This design comes from an exercise in tuning for small area, a short achievable clock period and few clock cycles per item on the open sky130 flow, not from production work.
Only simulation tests tie the RTL to the original design; equivalence was not proved.

===== flow/config.mk =====
export PLATFORM = sky130hd
export DESIGN_NAME = carryless_universal_string_hash
export DESIGN_NICKNAME = carryless_universal_string_hash
export VERILOG_FILES = /design/flow/design.v
export SDC_FILE = /design/flow/constraint.sdc
export NUM_CORES = 8
export LEC_CHECK = 0
export CAP_MARGIN = 20
export CORE_MARGIN = 2
export CORE_UTILIZATION = 50
export SETUP_SLACK_MARGIN = 4.3
export SLEW_MARGIN = 20
export SYNTH_MEMORY_MAX_BITS = 16384

===== flow/constraint.sdc =====
create_clock -name core_clock -period 8.0 [get_ports {clock}]
set_input_delay 1.6000 -clock core_clock [delete_from_list [all_inputs] [get_ports {clock}]]
set_output_delay 1.6000 -clock core_clock [all_outputs]
set_load 0.01 [all_outputs]

===== flow/design.v =====
`default_nettype none
package clush_pkg;
   localparam int BLOCK_WORDS_DEFAULT = 128;
   localparam int KEY_DEPTH = 128;
   localparam int KEY_AW = 7;
   localparam int CSR_IW = 3;
   localparam logic [CSR_IW-1:0] CSR_POLY_LO = 3'd0;
   localparam logic [CSR_IW-1:0] CSR_POLY_HI = 3'd1;
   localparam logic [CSR_IW-1:0] CSR_FKEY_LO = 3'd2;
   localparam logic [CSR_IW-1:0] CSR_FKEY_HI = 3'd3;
   localparam logic [CSR_IW-1:0] CSR_LEN_KEY = 3'd4;
   localparam logic [63:0] POLY_HI_MASK = 64'h3fff_ffff_ffff_ffff;
endpackage
`default_nettype wire
`default_nettype none
module clush_ram #(
   parameter int WIDTH = 64,
   parameter int DEPTH = 128
) (
   input  wire logic                       clock,
   input  wire logic                       we_lo,
   input  wire logic                       we_hi,
   input  wire logic [WIDTH-1:0]           wr_data,
   input  wire logic [DEPTH/2-1:0]         rd_sel,
   output logic      [WIDTH-1:0]           rd_even,
   output logic      [WIDTH-1:0]           rd_odd
);
   localparam int NP = DEPTH / 2;
   logic [NP-1:0][2*WIDTH-1:0] ring;
   always_ff @(posedge clock) begin
      for (int i = 0; i < NP - 1; i++) begin
         ring[i] <= ring[i + 1];
      end
      ring[NP-1] <= {we_hi ? wr_data : ring[0][2*WIDTH-1:WIDTH],
                     we_lo ? wr_data : ring[0][WIDTH-1:0]};
   end
   logic [NP-1:0][2*WIDTH-1:0] pick;
   for (genvar j = 0; j < NP; j++) begin : g_pick
      assign pick[j] = ring[j] & {2*WIDTH{rd_sel[j]}};
   end
   always_comb begin
      logic [2*WIDTH-1:0] r;
      r = '0;
      for (int j = 0; j < NP; j++) begin
         r = r | pick[j];
      end
      rd_even = r[WIDTH-1:0];
      rd_odd = r[2*WIDTH-1:WIDTH];
   end
endmodule
`default_nettype wire
`default_nettype none
import clush_pkg::*;
module carryless_universal_string_hash #(
   parameter int BLOCK_WORDS = clush_pkg::BLOCK_WORDS_DEFAULT
) (
   input  wire logic              clock,
   input  wire logic              reset,
   input  wire logic              req_valid,
   output logic                   req_stall,
   input  wire logic              req_cmd,
   input  wire logic [6:0]        req_key_index,
   input  wire logic [63:0]       req_word_data,
   input  wire logic [3:0]        req_valid_bytes,
   input  wire logic              req_last_word,
   output logic                   rsp_valid,
   input  wire logic              rsp_stall,
   output logic      [63:0]       rsp_hash_value,
   input  wire logic              csr_wr_en,
   input  wire logic [clush_pkg::CSR_IW-1:0] csr_index,
   input  wire logic [63:0]       csr_wdata
);
   localparam logic [2:0] J_NONE = 3'd0;   
   localparam logic [2:0] J_WORD = 3'd1;   
   localparam logic [2:0] J_LENU = 3'd2;   
   localparam logic [2:0] J_LENF = 3'd3;   
   localparam logic [2:0] J_FIN  = 3'd4;   
   localparam logic [2:0] J_F0   = 3'd5;   
   localparam logic [2:0] J_F1   = 3'd6;   
   localparam logic [2:0] J_FMIX = 3'd7;   
   function automatic logic [30:0] clmul16(input logic [15:0] a, input logic [15:0] b);
      logic [30:0] pp [16];
      for (int i = 0; i < 16; i++) begin
         pp[i] = ({15'd0, a} << i) & {31{b[i]}};
      end
      for (int s = 1; s < 16; s = s * 2) begin
         for (int i = 0; i < 16; i = i + 2 * s) begin
            pp[i] = pp[i] ^ pp[i + s];
         end
      end
      clmul16 = pp[0];
   endfunction
   function automatic logic [62:0] kjoin32(input logic [30:0] q0, input logic [30:0] q2,
                                           input logic [30:0] qm);
      kjoin32 = {32'd0, q0} ^ {16'd0, q0 ^ q2 ^ qm, 16'd0} ^ {q2, 32'd0};
   endfunction
   function automatic logic [127:0] kjoin64(input logic [62:0] q0, input logic [62:0] q2,
                                            input logic [62:0] qm);
      kjoin64 = {65'd0, q0} ^ {33'd0, q0 ^ q2 ^ qm, 32'd0} ^ {1'b0, q2, 64'd0};
   endfunction
   function automatic logic [63:0] reduce64(input logic [127:0] a);
      logic [127:0] q;
      logic [63:0] h;
      h = a[127:64];
      q = {64'd0, h} ^ ({64'd0, h} << 1) ^ ({64'd0, h} << 3) ^ ({64'd0, h} << 4);
      reduce64 = q[63:0] ^ a[63:0] ^ {56'd0, 8'(q[67:64]) ^ (8'(q[67:64]) << 1) ^ (8'(q[67:64]) << 3) ^ (8'(q[67:64]) << 4)};
   endfunction
   function automatic logic [63:0] rotdn(input logic [63:0] x);
      rotdn = {x[0], x[63:1]};
   endfunction
   function automatic logic [127:0] tfold(input logic [127:0] m);
      tfold = {m[63:0], 64'd0} ^ ({64'd0, m[127:64]} << 1) ^ ({64'd0, m[127:64]} << 2);
   endfunction
   logic [63:0] poly_lo_ff, poly_hi_ff, fkey_lo_ff, fkey_hi_ff, len_key_ff;
   always_ff @(posedge clock) begin
      if (reset) begin
         poly_lo_ff <= 64'd1;
         poly_hi_ff <= '0;
         fkey_lo_ff <= '0;
         fkey_hi_ff <= '0;
         len_key_ff <= '0;
      end else if (csr_wr_en) begin
         case (csr_index)
            CSR_POLY_LO: poly_lo_ff <= csr_wdata;
            CSR_POLY_HI: poly_hi_ff <= csr_wdata;
            CSR_FKEY_LO: fkey_lo_ff <= csr_wdata;
            CSR_FKEY_HI: fkey_hi_ff <= csr_wdata;
            CSR_LEN_KEY: len_key_ff <= csr_wdata;
            default: ;
         endcase
      end
   end
   typedef struct packed {
      logic        wr;
      logic        word;
      logic        eo;
      logic        last;
      logic [3:0]  n;
      logic [7:0]  bm;
      logic [6:0]  kidx;
      logic [63:0] data;
   } ent_t;
   logic        req_stall_ff;
   logic [1:0]  icnt_ff, icnt_in;
   ent_t        h_ff, s_ff, r_in;
   logic [3:0]  rn;
   logic        take, pop, split, hv;
   logic [5:0]  ph_ff;            
   logic        kmatch_ff;        
   logic        kmatch_in;
   assign req_stall = req_stall_ff;
   assign take = req_valid && !req_stall_ff;
   assign icnt_in = icnt_ff + 2'(take) - 2'(pop);
   assign hv = (icnt_ff != 2'd0);
   assign rn = (req_valid_bytes > 4'd8) ? 4'd8 : req_valid_bytes;
   logic [7:0] rbm;
   always_comb begin
      for (int b = 0; b < 8; b++) begin
         rbm[b] = (rn > 4'(b));
      end
   end
   always_comb begin
      r_in.wr = !req_cmd;
      r_in.word = req_cmd && (rn != 4'd0);
      r_in.eo = req_cmd && (rn == 4'd0) && req_last_word;
      r_in.last = req_last_word;
      r_in.n = req_cmd ? rn : 4'd0;
      r_in.bm = rbm;
      r_in.kidx = req_key_index;
      r_in.data = req_word_data;
   end
   always_ff @(posedge clock) begin
      if (reset) begin
         icnt_ff <= '0;
         req_stall_ff <= 1'b0;
      end else begin
         icnt_ff <= icnt_in;
         req_stall_ff <= (icnt_in == 2'd2);
      end
   end
   always_comb begin
      if (pop && icnt_ff == 2'd2) begin
         kmatch_in = (s_ff.kidx[6:1] == ph_ff + 6'd1);
      end else if (take && (icnt_ff == 2'd0 || pop)) begin
         kmatch_in = (req_key_index[6:1] == ph_ff + 6'd1);
      end else begin
         kmatch_in = (h_ff.kidx[6:1] == ph_ff + 6'd1);
      end
   end
   always_ff @(posedge clock) begin
      kmatch_ff <= kmatch_in;
      if (pop && icnt_ff == 2'd2) begin
         h_ff <= s_ff;
      end else if (take && (icnt_ff == 2'd0 || pop)) begin
         h_ff <= r_in;
      end else if (split) begin
         h_ff.word <= 1'b0;
         h_ff.eo <= 1'b1;
         h_ff.n <= '0;
      end
      if (take && icnt_ff == 2'd1 && !pop) begin
         s_ff <= r_in;
      end
   end
   logic [7:0]   pos_ff;          
   logic [63:0]  psel_ff;         
   logic         folded_ff;       
   logic         bclr_ff;         
   logic [63:0]  bytes_ff;
   logic [63:0]  even_ff;         
   logic         fpend_ff;        
   logic [1:0]   fcnt_ff;
   logic         lenpend_ff, lenf_ff, finpend_ff;
   logic [1:0]   infl_ff;         
   logic [63:0]  ma_ff, mb_ff;
   logic [2:0]   jb1_ff, jb_ff;
   logic         rb1_ff, rfold1_ff, eb1_ff, ebf1_ff;
   logic         rb_ff, rfold_ff, eb_ff, ebf_ff;
   logic [62:0]  pp_ff [3];
   logic         fin_owed_ff;     
   logic [127:0] bsum_ff, acc_ff, fres_ff, fu_t_ff;
   logic [63:0]  k_even, k_odd, wkey, wmask, wp, base;
   logic         roll, podd, h_split, h_elast, h_end, h_mul, h_urgent;
   logic         fwait, end_ok, h_ready, f_ok, f_issue, h_go, even_en;
   logic         to_zero, adv_pair;
   logic [63:0]  ma_in, mb_in, p1m, p1x;
   logic [2:0]   jb_in;
   assign p1m = poly_hi_ff & POLY_HI_MASK;
   assign p1x = (p1m << 1) ^ (p1m << 2);
   clush_ram #(.WIDTH(64), .DEPTH(KEY_DEPTH)) u_key_ram (
      .clock   (clock),
      .we_lo   (hv && h_ff.wr && kmatch_ff && !h_ff.kidx[0]),
      .we_hi   (hv && h_ff.wr && kmatch_ff && h_ff.kidx[0]),
      .wr_data (h_ff.data),
      .rd_sel  (psel_ff),
      .rd_even (k_even),
      .rd_odd  (k_odd)
   );
   for (genvar b = 0; b < 8; b++) begin : g_wmask
      assign wmask[8*b +: 8] = {8{h_ff.bm[b]}};
   end
   assign roll = pos_ff[7];
   assign podd = pos_ff[0];
   assign wkey = podd ? k_odd : k_even;
   assign wp = (h_ff.data & wmask) ^ wkey;
   assign base = bclr_ff ? 64'd0 : bytes_ff;
   assign h_split = h_ff.word && h_ff.last && roll;
   assign h_elast = h_ff.word && h_ff.last && !roll;
   assign h_end = h_elast || h_ff.eo;
   assign h_mul = h_ff.word ? (podd || h_elast) : (h_ff.eo && podd);
   assign fwait = folded_ff && fpend_ff;
   assign h_urgent = folded_ff && (h_ff.eo || (h_ff.word && (roll || h_ff.last)));
   assign end_ok = !lenpend_ff && !fin_owed_ff && (infl_ff != 2'd2) && !fwait;
   assign h_ready = hv && (!h_ff.wr || kmatch_ff)
                    && !(h_ff.word && roll && fwait)
                    && !(h_end && !end_ok);
   assign f_ok = fpend_ff && !rb1_ff && !rb_ff;
   assign f_issue = f_ok && !lenpend_ff && !finpend_ff && !(hv && h_mul && !h_urgent);
   assign h_go = h_ready && !(h_mul && (lenpend_ff || finpend_ff || f_issue));
   assign pop = h_go && !h_split;
   assign split = h_go && h_split;
   assign even_en = hv && h_ff.word && !podd && !(h_ff.last && !roll) && !(roll && fwait);
   assign to_zero = h_go && (h_end || (h_ff.word && roll));
   assign adv_pair = h_go && h_ff.word && podd;
   always_comb begin
      jb_in = J_NONE;
      ma_in = (h_ff.word && !podd) ? wp : even_ff;
      mb_in = (h_ff.word && podd) ? wp : k_odd;
      if (finpend_ff) begin
         jb_in = J_FIN;
         ma_in = fu_t_ff[63:0];
         mb_in = fu_t_ff[127:64];
      end else if (lenpend_ff) begin
         jb_in = lenf_ff ? J_LENF : J_LENU;
         ma_in = bytes_ff;
         mb_in = len_key_ff;
      end else if (f_issue) begin
         jb_in = (fcnt_ff == 2'd0) ? J_F0 : (fcnt_ff == 2'd1) ? J_F1 : J_FMIX;
         ma_in = (fcnt_ff == 2'd1) ? p1x : (fcnt_ff == 2'd3) ? p1m : poly_lo_ff;
         mb_in = (fcnt_ff[0] ^ fcnt_ff[1]) ? acc_ff[127:64] : acc_ff[63:0];
      end else if (h_go && h_mul) begin
         jb_in = J_WORD;
      end
   end
   always_ff @(posedge clock) begin
      ma_ff <= ma_in;
      mb_ff <= mb_in;
      rfold1_ff <= folded_ff;
      ebf1_ff <= folded_ff;
      rfold_ff <= rfold1_ff;
      ebf_ff <= ebf1_ff;
      if (even_en) begin
         even_ff <= wp;
      end
      if (h_go && (h_ff.word || h_ff.eo)) begin
         bytes_ff <= base + 64'(h_ff.n);
      end
   end
   always_ff @(posedge clock) begin
      if (reset) begin
         pos_ff <= '0;
         ph_ff <= 6'd1;
         psel_ff <= 64'd1 << 63;
         folded_ff <= 1'b0;
         bclr_ff <= 1'b1;
         fpend_ff <= 1'b0;
         fcnt_ff <= '0;
         lenpend_ff <= 1'b0;
         finpend_ff <= 1'b0;
         infl_ff <= '0;
         jb1_ff <= J_NONE;
         rb1_ff <= 1'b0;
         eb1_ff <= 1'b0;
         jb_ff <= J_NONE;
         rb_ff <= 1'b0;
         eb_ff <= 1'b0;
         fin_owed_ff <= 1'b0;
      end else begin
         jb1_ff <= jb_in;
         rb1_ff <= h_go && h_ff.word && roll;
         eb1_ff <= h_go && h_end;
         jb_ff <= jb1_ff;
         rb_ff <= rb1_ff;
         eb_ff <= eb1_ff;
         ph_ff <= ph_ff + 6'd1;
         psel_ff <= to_zero ? (64'd1 << ~ph_ff) : adv_pair ? psel_ff : rotdn(psel_ff);
         if (h_go && h_ff.word) begin
            pos_ff <= h_elast ? 8'd0 : (roll ? 8'd1 : pos_ff + 8'd1);
            bclr_ff <= h_elast;
         end else if (h_go && h_ff.eo) begin
            pos_ff <= '0;
            bclr_ff <= 1'b1;
         end
         if (finpend_ff) begin
            finpend_ff <= 1'b0;
            fin_owed_ff <= 1'b0;
         end else if (lenpend_ff) begin
            lenpend_ff <= 1'b0;
         end else if (f_issue) begin
            fcnt_ff <= fcnt_ff + 2'd1;
            if (fcnt_ff == 2'd3) begin
               fpend_ff <= 1'b0;
            end
         end
         if (h_go && h_ff.word && roll) begin
            folded_ff <= 1'b1;
            fpend_ff <= 1'b1;
            fcnt_ff <= '0;
         end
         if (h_go && h_end) begin
            fin_owed_ff <= folded_ff;
            lenpend_ff <= 1'b1;
            lenf_ff <= folded_ff;
            folded_ff <= 1'b0;
         end
         if (eb_ff && ebf_ff) begin
            finpend_ff <= 1'b1;
         end
         infl_ff <= infl_ff + 2'(h_go && h_end) - 2'(rsp_valid && !rsp_stall);
      end
   end
   always_ff @(posedge clock) begin
      logic [31:0] x [3], y [3];
      x[0] = ma_ff[31:0];
      y[0] = mb_ff[31:0];
      x[1] = ma_ff[63:32];
      y[1] = mb_ff[63:32];
      x[2] = ma_ff[31:0] ^ ma_ff[63:32];
      y[2] = mb_ff[31:0] ^ mb_ff[63:32];
      for (int k = 0; k < 3; k++) begin
         pp_ff[k] <= kjoin32(clmul16(x[k][15:0], y[k][15:0]),
                             clmul16(x[k][31:16], y[k][31:16]),
                             clmul16(x[k][15:0] ^ x[k][31:16], y[k][15:0] ^ y[k][31:16]));
      end
   end
   logic [127:0] prod, bsum_new, fresk;
   assign prod = kjoin64(pp_ff[0], pp_ff[1], pp_ff[2]);
   assign bsum_new = (rb_ff ? 128'd0 : bsum_ff) ^ ((jb_ff == J_WORD) ? prod : 128'd0);
   assign fresk = fres_ff ^ {fkey_hi_ff, fkey_lo_ff};
   always_ff @(posedge clock) begin
      if (reset) begin
         bsum_ff <= '0;
      end else begin
         bsum_ff <= eb_ff ? 128'd0 : bsum_new;
      end
   end
   always_ff @(posedge clock) begin
      if (rb_ff) begin
         acc_ff <= (rfold_ff ? fres_ff : 128'd0) ^ bsum_ff;
      end
      if (eb_ff) begin
         fu_t_ff <= bsum_new ^ (ebf_ff ? fresk : 128'd0);
      end
      if (jb_ff == J_LENF) begin
         fu_t_ff <= prod;
      end
      case (jb_ff)
         J_F0: fres_ff <= prod;
         J_F1: fres_ff <= fres_ff ^ prod;
         J_FMIX: fres_ff <= fres_ff ^ tfold(prod);
         default: ;
      endcase
   end
   logic        o0v_ff, o1v_ff, xv;
   logic [63:0] o0_ff, o1_ff, hash;
   assign xv = (jb_ff == J_LENU) || (jb_ff == J_FIN);
   assign hash = reduce64(fu_t_ff ^ prod);
   assign rsp_valid = o0v_ff;
   assign rsp_hash_value = o0_ff;
   always_ff @(posedge clock) begin
      if (reset) begin
         o0v_ff <= 1'b0;
         o1v_ff <= 1'b0;
      end else if (!o0v_ff || !rsp_stall) begin
         o0v_ff <= o1v_ff || xv;
         o1v_ff <= o1v_ff && xv;
      end else if (xv) begin
         o1v_ff <= 1'b1;
      end
   end
   always_ff @(posedge clock) begin
      if (!o0v_ff || !rsp_stall) begin
         o0_ff <= o1v_ff ? o1_ff : hash;
         if (xv) begin
            o1_ff <= hash;
         end
      end else if (xv) begin
         o1_ff <= hash;
      end
   end
endmodule
`default_nettype wire

===== flow/run.sh =====
#!/bin/bash
# synth_recipe.tcl (not shown) runs the flow's synth.tcl, then flattens the netlist and writes it again
# the make line also repeats each setting of config.mk as NAME=value (left out here)
make -C /OpenROAD-flow-scripts/flow DESIGN_CONFIG=/design/flow/config.mk WORK_HOME=/design/flow/orfs CLKGATE_MAP_FILE= SYNTH_SCRIPT=/design/flow/synth_recipe.tcl finish

==> run summary, run 1 <==
Outcome: no timing/DRC/antenna violations
Total number of vias: 252000
Worst path required time: 9000 ps
Setup tns final: 0 ps
Vias in the first global route: 235000
Setup ws final: 4010 ps
Core area: 641000 um^2
Mux cell area share after synthesis: 1.26%
Worst slew margin: 12.9%
Netlist cell types: 63
Fillers: 51700
GRT Overall Usage: 43.4%
Clk sinks: 9876
Final Cycle Share: 49.9%
Worst setup EP type: register
Cells on Worst Hold Path: 0
Initial antenna violation count: 173
Skew-Pair Late Insertion Delay: 1250 ps
IO Pins: 215
ANT nets after route: 0
Startpoint Class: register
Worst-path clk slew: 70 ps
RSZ-0062 raised after global routing: yes
Final setup viols: 0
Compound-Gate Fraction of Synth Area: 14.0%
Placed Area: 336000 um^2
Num CTS Buffers: 904
Final wirelength: 1480000 um
Most frequent cells in the layout: 8978 x dfxtp_1, 2702 x xnor2_1, 2623 x nand2_1
WP data arrival: 4990 ps
Initial Util: 50.2%
Synth Area in XOR/XNOR: 10.4%
CP Class: reg -> reg
Max Fclk: 0.251 GHz
PortBufs: 214
WL per Instance: 39.3 um
Die area: 650000 um^2
Largest net degree at the start of global routing: 129
Max_cap viols: 0
Root buffer cell: clkbuf_16
Vias/cell: 6.67
Drt first pass iters: 9
Top post-synthesis cells by area: dfxtp_1 56%, edfxtp_1 7.6%, xnor2_1 7.6%
FF/Latch Area: 206000 um^2
Worst Skew: 126 ps
Global-route wire length before repair: 1960000 um
Slew at the pin closest to its max-slew limit: 1300 ps
Row Count: 294
Max Buffers Root-to-Sink: 4
H-tree depth: 6
Die H: 806 um
Simple-gate area share of the yosys netlist: 7.90%
Seq/Total Area, Yosys: 64.0%
Ys async rst share: 0%
Initial drt markers: 44700
Nets: 28400
Dpl ws: 3260 ps
Syn_area_per_cell: 11.6 um^2
Top cell type's share of synthesized area: 56.4%
Crit path max fanout: 47
Hold Crit Class: reg -> reg
Most common cell after layout, fill and taps aside: dfxtp_1
GP Congestion: 0.980
Fin. Hold Viols: 0
TritonCTS clock tree: done
Synth warn: 14
Adder-cell share of the synthesized area: 0.0801%
Worst reg2reg path depth: 8
Multi-input gate area: 111000 um^2
Global route overflow: 0
Share of cells above drive strength 1: 11.9%
Area Overhead vs Synth: 17.2%
Synthesized Nets: 28000
Pins over their slew limit: 0
Cell taking the most area after synthesis: dfxtp_1
# DRC: 0
Top FF cell, synth: dfxtp_1
Post-synth EDFFs: 815
Minimum clock period: 3990 ps
Worst hold slack: 292 ps
Synthesized flop and latch total: 9876
Largest family of logic cells by synthesized area: compound AO/OA/AOI/OAI gates
Mapped Cells: 27800
Synthesized area: 322000 um^2
Design area: 377000 um^2
Hpwl dp: 865000 um
Chip Width: 806 um
## logic make-up after synthesis
kind of cell	count (synthesis)
flip-flops	9876
AO/OA/AOI/OAI	5878
AND/OR/NAND/NOR	5863
XOR/XNOR	3797
buffers and inverters	2028
multiplexers	376
adder cells (fa/ha/maj)	20
## layout make-up
type | instances | share of cell area, %
flip-flops and latches | 9876 | 54.7
multi-input cells | 15900 | 29.5
clock buffers | 1307 | 7.11
repair buffers | 1437 | 4.37
well taps | 8584 | 2.85
clock inverters | 389 | 1.31
inverters | 107 | 0.109
diodes | 137 | 0.0909
## critical path, cell delays in order, from the launching register on
cell      delay (ps)
dfxtp_4          460
buf_12           260
a221oi_2         480
nand4_1          130
or4_4            590
o32ai_4          310
xor2_1           140
o211ai_1         980
a21oi_1          130
## through the flow
stage / instances / util, %
final: 37800 / 58.8
after global routing: 37700 / 58.8
after CTS: 37600 / 58.4
after detailed placement: 35500 / 52.4
after global placement: 35500 / 52.4
after floorplan: 27800 / -
## synth_stat cells, drive strengths merged, types with 223 or more instances
cell	instances
nand4	531
buf	516
nand2	2631
a21oi	1003
a22o	1537
dfxtp	9061
a221oi	1601
a22oi	863
o21ai	396
mux2	223
edfxtp	815
xor2	990
clkbuf	1405
nor2	1886
xnor2	2802
## routing by layer
layer  part of all wire [%]  up-vias  GRT usage, %
li1                       -    99400             -
met1                     37   124000          56.2
met4                    8.7      130          30.8
met5                   0.12        -             0
met3                     15     5651          16.0
met2                     39    22900          59.4
## state kept, by name (all words and copies together) (netlist names), 3 cells and up
signal and cells:
fkey_hi_ff 64, pos_ff 8, o1_ff 64, fkey_lo_ff 64, h_ff 87, psel_ff 64
fres_ff 128, len_key_ff 64, o0_ff 64, mb_ff 64, pp_ff 189, poly_lo_ff 64
u_key_ram.ring 8192, ph_ff 6, p1m 62, bytes_ff 64, even_ff 64, jb_ff 3
bsum_ff 128, s_ff 87, acc_ff 128, ma_ff 64, jb1_ff 3, fu_t_ff 128
## what timing repair did
item / CTS / global route
gates resized for setup: 453 / 191
hold buffers: 0 / 0
buffers inserted: 290 / 55
setup endpoints to repair: 508 / 376
gates cloned: 50 / 16
pin swaps: 85 / 72
## final timing paths
path | from | endpoint | slack (ps)
max | psel_ff[36]$_SDFFE_PP0P_ | ma_ff[3]$_DFF_P_ | 4010
min | u_key_ram.ring[4034]$_DFF_P_ | u_key_ram.ring[3906]$_DFF_P_ | 290
max reg2reg | psel_ff[36]$_SDFFE_PP0P_ | ma_ff[3]$_DFF_P_ | 4010
min reg2reg | u_key_ram.ring[4034]$_DFF_P_ | u_key_ram.ring[3906]$_DFF_P_ | 290
Testbench counts, summed over its fixed seeds: cycles 12,488, words 12,396.
==> run 2: changes to the inputs <==
--- a/flow/design.v
+++ b/flow/design.v
@@ -218,7 +218,8 @@
    logic         rb_ff, rfold_ff, eb_ff, ebf_ff;
    logic [62:0]  pp_ff [3];
    logic         fin_owed_ff;     
-   logic [127:0] bsum_ff, acc_ff, fres_ff, fu_t_ff;
+   logic [127:0] bsum_ff, fres_ff;
+   logic [127:0] acc_ff;          
    logic [63:0]  k_even, k_odd, wkey, wmask, wp, base;
    logic         roll, podd, h_split, h_elast, h_end, h_mul, h_urgent;
    logic         fwait, end_ok, h_ready, f_ok, f_issue, h_go, even_en;
@@ -268,8 +269,8 @@
       mb_in = (h_ff.word && podd) ? wp : k_odd;
       if (finpend_ff) begin
          jb_in = J_FIN;
-         ma_in = fu_t_ff[63:0];
-         mb_in = fu_t_ff[127:64];
+         ma_in = acc_ff[63:0];
+         mb_in = acc_ff[127:64];
       end else if (lenpend_ff) begin
          jb_in = lenf_ff ? J_LENF : J_LENU;
          ma_in = bytes_ff;
@@ -389,10 +390,10 @@
          acc_ff <= (rfold_ff ? fres_ff : 128'd0) ^ bsum_ff;
       end
       if (eb_ff) begin
-         fu_t_ff <= bsum_new ^ (ebf_ff ? fresk : 128'd0);
+         acc_ff <= bsum_new ^ (ebf_ff ? fresk : 128'd0);
       end
       if (jb_ff == J_LENF) begin
-         fu_t_ff <= prod;
+         acc_ff <= prod;
       end
       case (jb_ff)
          J_F0: fres_ff <= prod;
@@ -404,7 +405,7 @@
    logic        o0v_ff, o1v_ff, xv;
    logic [63:0] o0_ff, o1_ff, hash;
    assign xv = (jb_ff == J_LENU) || (jb_ff == J_FIN);
-   assign hash = reduce64(fu_t_ff ^ prod);
+   assign hash = reduce64(acc_ff ^ prod);
    assign rsp_valid = o0v_ff;
    assign rsp_hash_value = o0_ff;
    always_ff @(posedge clock) begin
--- a/flow/config.mk
+++ b/flow/config.mk
@@ -7,7 +7,7 @@
 export LEC_CHECK = 0
 export CAP_MARGIN = 20
 export CORE_MARGIN = 2
-export CORE_UTILIZATION = 50
+export CORE_UTILIZATION = 40
 export SETUP_SLACK_MARGIN = 4.3
 export SLEW_MARGIN = 20
 export SYNTH_MEMORY_MAX_BITS = 16384
==> run 2 against run 1 <==
Against the previous run:
- still clean on timing, DRC and antenna
- count of clock-buffer cells in the layout shrank 62
- non-clock buffer count grew 300
- worst hold slack better by 22 ps
- sequential share of layout area decreased by 1.1 points
- cell area rose by 0.13%
- global-route usage shrank 7.8 points
- clock skew decreased by 7.0 ps
- fmax decreased by 2.5%
- routed wire length up 3.3%
- register-to-register slack lost 100 ps
- critical path type unchanged
- critical endpoint is now mb_ff[30]$_DFF_P_
- largest cell class unchanged
==> run summary, run 2 <==
Adder-cell share of the synthesized area: 0.0813% (+0.0012 points)
Initial drt markers: 44300 (-0.87%)
Largest net degree at the start of global routing: 188 (+46%)
Ys async rst share: 0% (unchanged)
Count leader, synth: dfxtp_1
H-tree depth: 6 (unchanged)
Outcome: no timing/DRC/antenna violations
Synth Area in XOR/XNOR: 10.2% (-0.20 points)
Hold Crit Class: reg -> reg
Commonest cells in the synthesized netlist: 9061 x dfxtp_1, 2589 x nand2_1, 2538 x xnor2_1
Compound-Gate Fraction of Synth Area: 14.3% (+0.33 points)
Final Cycle Share: 51.1% (+1.3 points)
Max Fclk: 0.244 GHz (-2.5%)
Synthesized area: 317000 um^2 (-1.5%)
Crit path max fanout: 45 (-4.3%)
Area Overhead vs Synth: 19.1%
Largest family of logic cells by synthesized area: compound AO/OA/AOI/OAI gates
Global route overflow: 0 (unchanged)
Worst reg2reg path depth: 8 (unchanged)
Vias in the first global route: 233000 (-0.58%)
PortBufs: 214 (unchanged)
CP Buf/Inv Count: 1 (unchanged)
Top post-synthesis cells by area: dfxtp_1 57%, xnor2_1 7.0%, edfxtp_1 6.5%
Mux cell area share after synthesis: 1.15% (-0.11 points)
Largest regs: u_key_ram.ring: 8192 flops, pp_ff: 189 flops
Initial Util: 40.1% (-10 points)
Seq/Total Area, Yosys: 63.7% (-0.25 points)
Most common cell after layout, fill and taps aside: dfxtp_1
# DRC: 0 (unchanged)
Skew-Pair Late Insertion Delay: 1290 ps (+40 ps)
Synth warn: 14 (unchanged)
Cell taking the most area after synthesis: dfxtp_1
Top cell type's share of synthesized area: 57.2% (+0.85 points)
Synthesized flop and latch total: 9748 (-1.3%)
TritonCTS clock tree: done
Startpoint Class: register
Worst path required time: 9080 ps (+80 ps)
Fin. Hold Viols: 0 (unchanged)
WL per Instance: 38.6 um (-1.7%)
Mapped Cells: 27500 (-1.1%)
Die H: 894 um (+11%)
Placed Instances: 37300 (+4.9%)
GRT Overall Usage: 35.5% (-7.8 points)
Initial antenna violation count: 184 (+6.4%)
Crit path depth: 8 (unchanged)
CP Class: reg -> reg
Post-route insts no fill: 39700 (+5.1%)
Slew at the pin closest to its max-slew limit: 1360 ps (+63.1 ps)
Chip Width: 894 um (+11%)
Top FF cell, synth: dfxtp_1
Netlist cell types: 69 (+9.5%)
Hold Buf Count CTS: 0 (unchanged)
Drt first pass iters: 28 (+19)
Share of cells above drive strength 1: 12.9% (+1.0 points)
Global-route wire length before repair: 1990000 um (+1.5%)
Crit-path leading delay family: compound AO/OA/AOI/OAI gates
Dpl ws: 2660 ps (-604 ps)
Final wirelength: 1530000 um (+3.3%)
Pins over their slew limit: 0 (unchanged)
Fillers: 70100 (+35%)
Simple-gate area share of the yosys netlist: 8.10% (+0.20 points)
Final setup viols: 0 (unchanged)
Setup tns final: 0 ps (unchanged)
Setup ws final: 3910 ps (-102 ps)
Max reg flops: 8192 (unchanged)
Post-synth EDFFs: 687 (-16%)
Vias/cell: 6.34 (-4.9%)
Root buffer cell: clkbuf_16
IO Pins: 215 (unchanged)
Worst-path clk slew: 70 ps (about the same)
Syn_area_per_cell: 11.5 um^2 (-0.38%)
Max_cap viols: 0 (unchanged)
Synthesized Nets: 27700 (-1.1%)
Max Buffers Root-to-Sink: 4 (unchanged)
CP Cell Sequence: buf_12 > a221oi_2 > nand4_1 > or4_4 > o32ai_4 > xor2_4 > mux2i_4 > a211oi_2
Row Count: 327 (+11%)
ANT nets after route: 0 (unchanged)
WP data arrival: 5170 ps (+180 ps)
Die area: 800000 um^2 (+23%)
Most flop-heavy register: u_key_ram.ring
Num CTS Buffers: 881 (-2.5%)
Flop2flop setup slack: 3910 ps (-100 ps)
Core area: 791000 um^2 (+23%)
Minimum clock period: 4090 ps (+102 ps)
Nets: 28400 (-0.10%)
Crit-path slowest cell: o32ai_4
Max incr delay on CP: 660 ps (-320 ps)
Worst slew margin: 9.28% (-3.6 points)
Worst Skew: 119 ps (-7.05 ps)
Most frequent cells in the layout: 8982 x dfxtp_1, 2574 x nand2_1, 2476 x xnor2_1
Total number of vias: 252000 (-0.069%)
Hpwl dp: 916000 um (+6.0%)
Cells on Worst Hold Path: 0 (unchanged)
GP Congestion: 0.994 (+1.4%)
Worst setup EP type: register
RSZ-0062 raised after global routing: yes
Clk sinks: 9748 (-1.3%)
run 2: changes by cell type after synthesis, sizes merged, moves of 104 or more:
cell	previous run	this run
clkbuf	1405	1293
buf	516	622
xor2	990	1108
edfxtp	815	687
xnor2	2802	2550
nand2b	218	114
a21oi	1003	668
o21ai	396	581
o211ai	152	3
run 2: layout make-up:
cell class | instances | area, um^2 | share of cell area [%]
inverter | 97 | 382 | 0.101
sequential | 9748 | 202000 | 53.6
tap | 10500 | 13200 | 3.49
clock buffer | 1245 | 25900 | 6.85
timing repair buffer | 1737 | 19400 | 5.15
multi-input combinational | 15800 | 111000 | 29.3
clock inverter | 411 | 5430 | 1.44
antenna | 148 | 370 | 0.0981
run 2: timing repair:
action / in CTS / in global routing
buffers inserted: 280 / 248
cloned: 32 / 46
setup endpoints to repair: 571 / 197
gates resized for setup: 475 / 379
pin swaps: 70 / 79
run 2: path summary, 6_finish.rpt:
check / from / end
worst max-delay path: psel_ff[57]$_SDFFE_PP0P_ / mb_ff[30]$_DFF_P_
worst min-delay path: u_key_ram.ring[991]$_DFF_P_ / u_key_ram.ring[863]$_DFF_P_
worst max register to register: psel_ff[57]$_SDFFE_PP0P_ / mb_ff[30]$_DFF_P_
worst min register to register: u_key_ram.ring[991]$_DFF_P_ / u_key_ram.ring[863]$_DFF_P_
run 2: kinds of logic after synthesis:
logic type / Yosys count
flops: 9748
compound gates: 5889
simple gates: 5862
xor+xnor: 3663
buf+inv: 2012
mux: 338
fa+ha+maj: 20
run 2: routing by layer:
layer  share of wire [%]  up-vias  track usage [%]  routed length (um)
li1                    -    99200                -                   -
met1                  36   124000             45.4              555000
met2                  40    22600             50.7              615000
met3                  15     5603             11.9              226000
met4                 8.9       98             24.3              137000
met5               0.052        -                0                 795
run 2: metrics by stage:
step	hold slack, ps	instance area [um^2]	util (%)
after floorplan	310	317000	-
after global placement	316	334000	42.2
after detailed placement	322	334000	42.3
after CTS	292	372000	47.0
after global routing	308	377000	47.7
final	314	377000	47.7
Testbench counts of run 2, summed over its fixed seeds: cycles 12,488, words 12,396.
==> run 3: changes to the inputs <==
--- a/flow/design.v
+++ b/flow/design.v
@@ -21,7 +21,7 @@
    input  wire logic                       we_lo,
    input  wire logic                       we_hi,
    input  wire logic [WIDTH-1:0]           wr_data,
-   input  wire logic [DEPTH/2-1:0]         rd_sel,
+   input  wire logic [DEPTH/4-1:0]         rd_sel,
    output logic      [WIDTH-1:0]           rd_even,
    output logic      [WIDTH-1:0]           rd_odd
 );
@@ -34,14 +34,14 @@
       ring[NP-1] <= {we_hi ? wr_data : ring[0][2*WIDTH-1:WIDTH],
                      we_lo ? wr_data : ring[0][WIDTH-1:0]};
    end
-   logic [NP-1:0][2*WIDTH-1:0] pick;
-   for (genvar j = 0; j < NP; j++) begin : g_pick
-      assign pick[j] = ring[j] & {2*WIDTH{rd_sel[j]}};
+   logic [NP/2-1:0][2*WIDTH-1:0] pick;
+   for (genvar j = 0; j < NP / 2; j++) begin : g_pick
+      assign pick[j] = ring[2*j] & {2*WIDTH{rd_sel[j]}};
    end
    always_comb begin
       logic [2*WIDTH-1:0] r;
       r = '0;
-      for (int j = 0; j < NP; j++) begin
+      for (int j = 0; j < NP / 2; j++) begin
          r = r | pick[j];
       end
       rd_even = r[WIDTH-1:0];
@@ -203,7 +203,11 @@
       end
    end
    logic [7:0]   pos_ff;          
-   logic [63:0]  psel_ff;         
+   logic [31:0]  esel_ff;         
+   logic         cpar_ff;         
+   logic         p0_ff;           
+   logic [127:0] kp_ff, k0_ff, kpair;
+   logic [5:0]   s0_in;
    logic         folded_ff;       
    logic         bclr_ff;         
    logic [63:0]  bytes_ff;
@@ -228,12 +232,15 @@
    logic [2:0]   jb_in;
    assign p1m = poly_hi_ff & POLY_HI_MASK;
    assign p1x = (p1m << 1) ^ (p1m << 2);
+   logic we_lo, we_hi;
+   assign we_lo = hv && h_ff.wr && kmatch_ff && !h_ff.kidx[0];
+   assign we_hi = hv && h_ff.wr && kmatch_ff && h_ff.kidx[0];
    clush_ram #(.WIDTH(64), .DEPTH(KEY_DEPTH)) u_key_ram (
       .clock   (clock),
-      .we_lo   (hv && h_ff.wr && kmatch_ff && !h_ff.kidx[0]),
-      .we_hi   (hv && h_ff.wr && kmatch_ff && h_ff.kidx[0]),
+      .we_lo   (we_lo),
+      .we_hi   (we_hi),
       .wr_data (h_ff.data),
-      .rd_sel  (psel_ff),
+      .rd_sel  (esel_ff),
       .rd_even (k_even),
       .rd_odd  (k_odd)
    );
@@ -242,7 +249,8 @@
    end
    assign roll = pos_ff[7];
    assign podd = pos_ff[0];
-   assign wkey = podd ? k_odd : k_even;
+   assign kpair = (!p0_ff && !cpar_ff) ? {k_odd, k_even} : p0_ff ? k0_ff : kp_ff;
+   assign wkey = podd ? kpair[127:64] : kpair[63:0];
    assign wp = (h_ff.data & wmask) ^ wkey;
    assign base = bclr_ff ? 64'd0 : bytes_ff;
    assign h_split = h_ff.word && h_ff.last && roll;
@@ -262,11 +270,12 @@
    assign split = h_go && h_split;
    assign even_en = hv && h_ff.word && !podd && !(h_ff.last && !roll) && !(roll && fwait);
    assign to_zero = h_go && (h_end || (h_ff.word && roll));
+   assign s0_in = ~ph_ff + 6'(!ph_ff[0]);
    assign adv_pair = h_go && h_ff.word && podd;
    always_comb begin
       jb_in = J_NONE;
       ma_in = (h_ff.word && !podd) ? wp : even_ff;
-      mb_in = (h_ff.word && podd) ? wp : k_odd;
+      mb_in = (h_ff.word && podd) ? wp : kpair[127:64];
       if (finpend_ff) begin
          jb_in = J_FIN;
          ma_in = acc_ff[63:0];
@@ -284,6 +293,14 @@
       end
    end
    always_ff @(posedge clock) begin
+      kp_ff[63:0] <= (we_lo && esel_ff[0]) ? h_ff.data : k_even;
+      kp_ff[127:64] <= (we_hi && esel_ff[0]) ? h_ff.data : k_odd;
+      if (we_lo && h_ff.kidx[6:1] == 6'd0) begin
+         k0_ff[63:0] <= h_ff.data;
+      end
+      if (we_hi && h_ff.kidx[6:1] == 6'd0) begin
+         k0_ff[127:64] <= h_ff.data;
+      end
       ma_ff <= ma_in;
       mb_ff <= mb_in;
       rfold1_ff <= folded_ff;
@@ -301,7 +318,9 @@
       if (reset) begin
          pos_ff <= '0;
          ph_ff <= 6'd1;
-         psel_ff <= 64'd1 << 63;
+         esel_ff <= 32'd1;
+         cpar_ff <= 1'b1;
+         p0_ff <= 1'b1;
          folded_ff <= 1'b0;
          bclr_ff <= 1'b1;
          fpend_ff <= 1'b0;
@@ -324,7 +343,16 @@
          rb_ff <= rb1_ff;
          eb_ff <= eb1_ff;
          ph_ff <= ph_ff + 6'd1;
-         psel_ff <= to_zero ? (64'd1 << ~ph_ff) : adv_pair ? psel_ff : rotdn(psel_ff);
+         if (to_zero) begin
+            esel_ff <= 32'd1 << s0_in[5:1];
+            cpar_ff <= !ph_ff[0];
+         end else if (!adv_pair) begin
+            cpar_ff <= !cpar_ff;
+            if (cpar_ff) begin
+               esel_ff <= {esel_ff[0], esel_ff[31:1]};
+            end
+         end
+         p0_ff <= to_zero || (p0_ff && !adv_pair);
          if (h_go && h_ff.word) begin
             pos_ff <= h_elast ? 8'd0 : (roll ? 8'd1 : pos_ff + 8'd1);
             bclr_ff <= h_elast;
--- a/flow/config.mk
+++ b/flow/config.mk
@@ -7,7 +7,9 @@
 export LEC_CHECK = 0
 export CAP_MARGIN = 20
 export CORE_MARGIN = 2
-export CORE_UTILIZATION = 40
-export SETUP_SLACK_MARGIN = 4.3
+export CORE_UTILIZATION = 50
+export CTS_CLUSTER_DIAMETER = 60
+export CTS_CLUSTER_SIZE = 26
+export SETUP_SLACK_MARGIN = 4.5
 export SLEW_MARGIN = 20
 export SYNTH_MEMORY_MAX_BITS = 16384
==> run 3 against run 2 <==
Against the previous run:
- still clean
- sequential cell count increased by 226
- die area decreased by 22%
- sequential share of layout area increased by 7.3 points
- synthesized area decreased by 2.9%
- register-to-register slack improved by 510 ps
- setup slack improved by 510 ps
- worst hold slack got worse by 54 ps
- clock skew decreased by 15 ps
- highest routed layer unchanged
==> run summary, run 3 <==
Final wirelength: 1060000 um (-31%)
Largest net degree at the start of global routing: 170 (-9.6%)
Initial antenna violation count: 85 (-54%)
Worst hold slack: 260 ps (-53.6 ps)
RSZ-0062 raised after global routing: yes
Global route overflow: 0 (unchanged)
Hold Crit Class: reg -> reg
Cell taking the most area after synthesis: dfxtp_1
Mapped Cells: 26400 (-4.2%)
Synth warn: 14 (unchanged)
WP data arrival: 4560 ps (-610 ps)
Die H: 789 um (-12%)
Synthesized area: 308000 um^2 (-2.9%)
Chip Width: 789 um (-12%)
Max_cap viols: 0 (unchanged)
Total number of vias: 201000 (-20%)
PortBufs: 214 (unchanged)
Vias in the first global route: 191000 (-18%)
ANT nets after route: 0 (unchanged)
CP Cell Sequence: buf_4 > nand2_1 > xnor2_1 > xnor2_1 > xnor2_1 > xnor2_1 > xnor2_1 > xnor2_1
CP Class: reg -> reg
Largest regs: u_key_ram.ring: 8192 flops, pp_ff: 189 flops
Setup tns final: 0 ps (unchanged)
GRT Overall Usage: 32.7% (-2.8 points)
Crit path max fanout: 18 (-60%)
H-tree depth: 6 (unchanged)
Max incr delay on CP: 930 ps (+270 ps)
Final setup viols: 0 (unchanged)
Fin. Hold Viols: 0 (unchanged)
Worst Skew: 104 ps (-15.1 ps)
Worst-path clk slew: 90 ps (+20 ps)
Syn_area_per_cell: 11.7 um^2 (+1.4%)
IO Pins: 215 (unchanged)
Most frequent cells in the layout: 9105 x dfxtp_1, 2971 x nand2_1, 2502 x xnor2_1
Count leader, synth: dfxtp_1
Top post-synthesis cells by area: dfxtp_1 60%, edfxtp_1 7.9%, xnor2_1 7.2%
Initial drt markers: 24400 (-45%)
Minimum clock period: 3580 ps (-510 ps)
Top cell type's share of synthesized area: 59.5% (+2.3 points)
Hpwl dp: 644000 um (-30%)
Clk sinks: 9974 (+2.3%)
Area Overhead vs Synth: 10.9%
Fillers: 51300 (-27%)
GP Congestion: 0.929 (-6.5%)
Ys async rst share: 0% (unchanged)
Worst setup EP type: register
Global-route wire length before repair: 1470000 um (-26%)
Most flop-heavy register: u_key_ram.ring
Vias/cell: 5.76 (-9.1%)
Final Cycle Share: 44.8% (-6.4 points)
Most used cell, CP: xnor2_1
Hold Buf Count CTS: 0 (unchanged)
Share of cells above drive strength 1: 7.87% (-5.1 points)
Synthesized flop and latch total: 9974 (+2.3%)
Row Count: 288 (-12%)
Post-synth EDFFs: 815 (+19%)
WL per Instance: 30.5 um (-21%)
Nets: 26500 (-6.8%)
Netlist cell types: 81 (+17%)
Max reg flops: 8192 (unchanged)
Initial Util: 50.1% (+10 points)
TritonCTS clock tree: done
Top FF cell, synth: dfxtp_1
Slew at the pin closest to its max-slew limit: 1180 ps (-182 ps)
Pins over their slew limit: 0 (unchanged)
Num CTS Buffers: 575 (-35%)
Max Fclk: 0.279 GHz (+14%)
Crit-path slowest cell: dfxtp_1
Root buffer cell: clkbuf_16
Worst path required time: 8980 ps (-100 ps)
Die area: 622000 um^2 (-22%)
Seq/Total Area, Yosys: 67.5% (+3.8 points)
Most common cell after layout, fill and taps aside: dfxtp_1
Drt first pass iters: 6 (-79%)
Worst slew margin: 20.9% (+12 points)
Core area: 614000 um^2 (-22%)
Startpoint Class: register
Outcome: no timing/DRC/antenna violations
# DRC: 0 (unchanged)
Synthesized Nets: 26500 (-4.2%)
Skew-Pair Late Insertion Delay: 1170 ps (-120 ps)
Max Buffers Root-to-Sink: 4 (unchanged)
Commonest cells in the synthesized netlist: 9159 x dfxtp_1, 2980 x nand2_1, 2523 x xnor2_1
[run 3: cell count changes in the layout (fill, tap and decap cells not counted), moves of 145 or more]
cell / delta
a22o_1: -1468
a221oi_1: -1449
a22oi_1: +1114
buf_4: -539
nand2_1: +397
clkbuf_16: -364
nand4_1: -263
nor2_1: +234
a21oi_1: +165
clkbuf_8: -153
nor3_1: +145
[run 3: worst max-delay path, delay by kind of cell, from the launching register on]
| kind | cells | cell delay (ps) |
|---|---|---|
| DFF | 1 | 930 |
| xor gates and xnor gates | 6 | 1850 |
| and+or+nand+nor | 1 | 110 |
| buffers and inverters | 1 | 460 |
[run 3: final timing paths]
| path | from | endpoint | slack [ps] | cells past startpoint |
|---|---|---|---|---|
| setup reg to reg | ma_ff[16]$_DFF_P_ | pp_ff[0][30]$_DFF_P_ | 4420 | 8 |
| setup / recovery | ma_ff[16]$_DFF_P_ | pp_ff[0][30]$_DFF_P_ | 4420 | 8 |
| hold / removal | u_key_ram.ring[7655]$_DFF_P_ | u_key_ram.ring[7527]$_DFF_P_ | 260 | 0 |
| hold reg to reg | u_key_ram.ring[7655]$_DFF_P_ | u_key_ram.ring[7527]$_DFF_P_ | 260 | 0 |
[run 3: logic make-up (layout without fill, tap and decap cells)]
group | Yosys count | after routing | synth area share, %
mux | 380 | 380 | 1.31
other cells | 0 | 38 | 0
fa+ha+maj | 16 | 16 | 0.0674
buf+inv | 1724 | 2022 | 2.20
flops | 9974 | 9974 | 67.5
compound gates | 4208 | 4209 | 9.27
xor+xnor | 3792 | 3792 | 11.1
simple gates | 6279 | 6282 | 8.59
[run 3: final cells by class]
class	instances	area (um^2)	area share [%]
multi-input cells	14700	94400	27.7
repair buffers	897	8830	2.59
clock inverters	275	3830	1.12
well taps	8120	10200	2.98
inverters	174	673	0.197
flip-flops and latches	9974	208000	60.9
diodes	38	95.1	0.0279
clock buffers	676	15400	4.51
[run 3: layer usage]
metal	wire, um	global-route usage, %	vias to the layer above
li1	-	-	88200
met1	443000	44.8	99900
met5	137	0	-
met3	99400	6.51	2381
met4	64100	16.4	20
met2	457000	49.6	10300
[run 3: what timing repair did]
action | 4_1_cts | 5_1_grt
buffers inserted | 53 | 13
endpoints found under the setup margin | 634 | 245
gates resized for setup | 249 | 56
cloned | 8 | 4
pin swaps | 5 | 3
[run 3: through the flow]
stage | util [%] | setup slack [ps] | cell area [um^2] | instances
final | 55.6 | 4420 | 341000 | 34800
after global routing | 55.6 | 4430 | 341000 | 34800
after CTS | 55.5 | 4340 | 341000 | 34800
after detailed placement | 52.1 | 3430 | 320000 | 33800
after global placement | 52.1 | 3570 | 320000 | 33800
after floorplan | - | 3020 | 308000 | 26400
Testbench counts of run 3, summed over its fixed seeds: cycles 12,488, words 12,396.
==> run 4: changes to the inputs <==
--- a/flow/config.mk
+++ b/flow/config.mk
@@ -7,9 +7,9 @@
 export LEC_CHECK = 0
 export CAP_MARGIN = 20
 export CORE_MARGIN = 2
-export CORE_UTILIZATION = 50
+export CORE_UTILIZATION = 58
 export CTS_CLUSTER_DIAMETER = 60
 export CTS_CLUSTER_SIZE = 26
-export SETUP_SLACK_MARGIN = 4.5
+export SETUP_SLACK_MARGIN = 4.7
 export SLEW_MARGIN = 20
 export SYNTH_MEMORY_MAX_BITS = 16384
==> run 4 against run 3 <==
Against the previous run:
- still clean
- synthesized cell count stayed put
- global-route usage is 5.6 points higher
- via count is 0.28% higher
- routed wire length is 0.51% higher
- cell area is 0.12% lower
- non-clock buffer count is 114 higher
- critical path type unchanged
- critical endpoint is now o0_ff[19]$_DFFE_PN_
==> run summary, run 4 <==
Fin. Hold Viols: 0 (unchanged)
Most frequent cells in the layout: 9083 x dfxtp_1, 2970 x nand2_1, 2497 x xnor2_1
Die area: 537000 um^2 (-14%)
IO Pins: 215 (unchanged)
Largest net degree at the start of global routing: 209 (+23%)
Global-route wire length before repair: 1470000 um (+0.34%)
H-tree depth: 6 (unchanged)
Chip Width: 733 um (-7.1%)
Max reg flops: 8192 (unchanged)
Initial Util: 58.2% (+8.1 points)
Commonest cells in the synthesized netlist: 9159 x dfxtp_1, 2980 x nand2_1, 2523 x xnor2_1
Drt first pass iters: 6 (unchanged)
GRT Overall Usage: 38.4% (+5.6 points)
Final setup viols: 0 (unchanged)
Mapped Cells: 26400 (unchanged)
Max_cap viols: 0 (unchanged)
Worst-path clk slew: 100 ps (about the same)
ANT nets after route: 0 (unchanged)
Top FF cell, synth: dfxtp_1
Outcome: no timing/DRC/antenna violations
Worst setup EP type: register
Largest regs: u_key_ram.ring: 8192 flops, pp_ff: 189 flops
CP Cell Sequence: xor2_1 > xnor2_2 > buf_4 > xor2_1 > xor2_1 > xnor2_1 > xnor2_1 > mux2_2
WL per Instance: 31.6 um (+3.6%)
Initial drt markers: 25100 (+2.6%)
Post-synth EDFFs: 815 (unchanged)
Final Cycle Share: 43.4% (-1.3 points)
Worst slew margin: 18.2% (-2.7 points)
Skew-Pair Late Insertion Delay: 1170 ps (about the same)
Synthesized Nets: 26500 (unchanged)
Core area: 529000 um^2 (-14%)
Die H: 733 um (-7.1%)
Hold Crit Class: reg -> reg
Cell taking the most area after synthesis: dfxtp_1
PortBufs: 214 (unchanged)
Max incr delay on CP: 560 ps (-370 ps)
CP Class: reg -> reg
Row Count: 267 (-7.3%)
Setup tns final: 0 ps (unchanged)
Global route overflow: 0 (unchanged)
Worst path required time: 8990 ps (about the same)
WP data arrival: 4460 ps (-100 ps)
GP Congestion: 0.962 (+3.6%)
TritonCTS clock tree: done
Synthesized area: 308000 um^2 (unchanged)
Crit-path slowest cell: dfxtp_1
Netlist cell types: 81 (unchanged)
Most flop-heavy register: u_key_ram.ring
RSZ-0062 raised after global routing: yes
Hpwl dp: 635000 um (-1.4%)
Final wirelength: 1070000 um (+0.51%)
Minimum clock period: 3470 ps (-107 ps)
Ys async rst share: 0% (unchanged)
Area Overhead vs Synth: 10.7%
Synthesized flop and latch total: 9974 (unchanged)
Num CTS Buffers: 570 (-0.87%)
Most common cell after layout, fill and taps aside: dfxtp_1
Crit path max fanout: 7 (-11)
Max Buffers Root-to-Sink: 4 (unchanged)
Most used cell, CP: xor2_1
Max Fclk: 0.288 GHz (+3.1%)
Clk sinks: 9974 (unchanged)
Fillers: 41200 (-20%)
Vias in the first global route: 190000 (-0.73%)
Initial antenna violation count: 92 (+8.2%)
Startpoint Class: register
Nets: 26600 (+0.41%)
Worst Skew: 68.4 ps (-35.9 ps)
Top post-synthesis cells by area: dfxtp_1 60%, edfxtp_1 7.9%, xnor2_1 7.2%
Pins over their slew limit: 0 (unchanged)
Total number of vias: 201000 (+0.28%)
Count leader, synth: dfxtp_1
Vias/cell: 5.96 (+3.4%)
Seq/Total Area, Yosys: 67.5% (unchanged)
Synth warn: 14 (unchanged)
Root buffer cell: clkbuf_16
# DRC: 0 (unchanged)
Top cell type's share of synthesized area: 59.5% (unchanged)
Syn_area_per_cell: 11.7 um^2 (unchanged)
Share of cells above drive strength 1: 8.65% (+0.79 points)
Slew at the pin closest to its max-slew limit: 1230 ps (+48.4 ps)
==> run 4: cell count changes in the layout (fill, tap and decap cells not counted), sizes merged, moves of 4 or more <==
cell           previous run  this run
buf                     683       844
clkinv                  113        77
dlygate4sd2              35         0
clkinvlp                 13        17
bufbuf                    7        15
inv                     292       298
diode                    38        42
clkbuf                  679       687
bufinv                   31        16
clkdlybuf4s15            23         0
==> run 4: logic make-up after synthesis <==
group                    Yosys count  synth area share (%)
buffers and inverters           1724                  2.20
XOR/XNOR                        3792                  11.1
multiplexers                     380                  1.31
AND/OR/NAND/NOR                 6279                  8.59
adder cells (fa/ha/maj)           16                0.0674
flip-flops                      9974                  67.5
AO/OA/AOI/OAI                   4208                  9.27
==> run 4: worst paths after layout <==
path                                                    from                            to  slack [ps]  depth (start not counted)
worst min-delay path            u_key_ram.ring[7579]$_DFF_P_  u_key_ram.ring[7451]$_DFF_P_         300                          0
worst max-delay path                    pp_ff[0][48]$_DFF_P_           o0_ff[19]$_DFFE_PN_        4530                          8
worst max register to register          pp_ff[0][48]$_DFF_P_           o0_ff[19]$_DFFE_PN_        4530                          8
worst min register to register  u_key_ram.ring[7579]$_DFF_P_  u_key_ram.ring[7451]$_DFF_P_         300                          0
==> run 4: critical path, delay by kind of cell (launching register included) <==
kind	cells	cell delay [ps]
mux	1	260
buf+inv	1	310
flops	1	560
xor+xnor	6	2180
==> run 4: timing repair <==
action	CTS	global route
endpoints found under the hold margin	0	0
gates cloned	20	6
buffers inserted	120	27
resized for setup	521	120
setup endpoints to repair	876	394
hold buffers	0	0
pin swaps	11	12
==> run 4: metal layers <==
| layer | share of wire (%) | up-vias | GRT usage (%) | wire [um] |
|---|---|---|---|---|
| met1 | 42 | 100000 | 53.5 | 445000 |
| li1 | - | 88300 | - | - |
| met3 | 9.5 | 2328 | 7.31 | 102000 |
| met4 | 6.4 | 44 | 20.3 | 67900 |
| met2 | 42 | 10600 | 56.9 | 454000 |
| met5 | 0.028 | - | 0 | 299 |
==> run 4: stage by stage <==
| stage | std cells | worst slack (ps) | utilization (%) | area (um^2) | hold slack [ps] |
|---|---|---|---|---|---|
| final | 33800 | 4530 | 64.5 | 341000 | 301 |
| after global routing | 33800 | 4490 | 64.5 | 341000 | 297 |
| after detailed placement | 32700 | 3510 | 60.3 | 319000 | 312 |
| after floorplan | 26400 | 3020 | - | 308000 | 310 |
| after global placement | 32700 | 3540 | 60.3 | 319000 | 309 |
| after CTS | 33700 | 4560 | 64.3 | 340000 | 289 |
==> run 4: area by class of cell <==
cell class / instances / area [um^2] / share of cell area [%]
sequential: 9974 / 208000 / 61.0
multi-input combinational: 14700 / 94800 / 27.8
clock buffer: 682 / 15500 / 4.55
timing repair buffer: 1011 / 10300 / 3.03
tap: 6994 / 8750 / 2.57
clock inverter: 233 / 2800 / 0.822
inverter: 174 / 678 / 0.199
antenna: 42 / 105 / 0.0308
timing repair inverter: 1 / 5.00 / 0.00147

what the ideal ports hide:
The results above use ideal ports. As a check the final layouts listed here were re-extracted and re-timed, cells and wires unchanged. Step 1: set_driving_cell puts a clkbuf_16 on clock and a buf_2 on each other input, an assumption about the parent block. Step 2, shift: input delay + t, output delay - t, t = (earliest + latest rising clock arrival at the registers) / 2. This alone moves slack from input paths to output paths. Three values: ideal ports, drivers, drivers and shift; two values: the first two.
run | t (ns) | setup slack, ns | hold slack, ns | worst setup path after step 2 | pins driven straight from the clock port
run 1 | 1.340 | 4.011 / 4.011 / 3.180 | 0.292 / 0.292 / 0.292 | input to register | 1
run 2 | 1.375 | 3.909 / 3.909 / 3.302 | 0.314 / 0.314 / 0.314 | input to register | 1
run 3 | 1.256 | 4.419 / 4.332 / 3.311 | 0.260 / 0.260 / 0.260 | input to register | 1
run 4 | 1.258 | 4.526 / 4.494 / 3.428 | 0.301 / 0.301 / 0.301 | input to register | 1
After both steps every run listed still meets setup and hold. The setup slack of run 3, which loses most, moves by -0.087 ns with the drivers and by -1.108 ns with both steps.
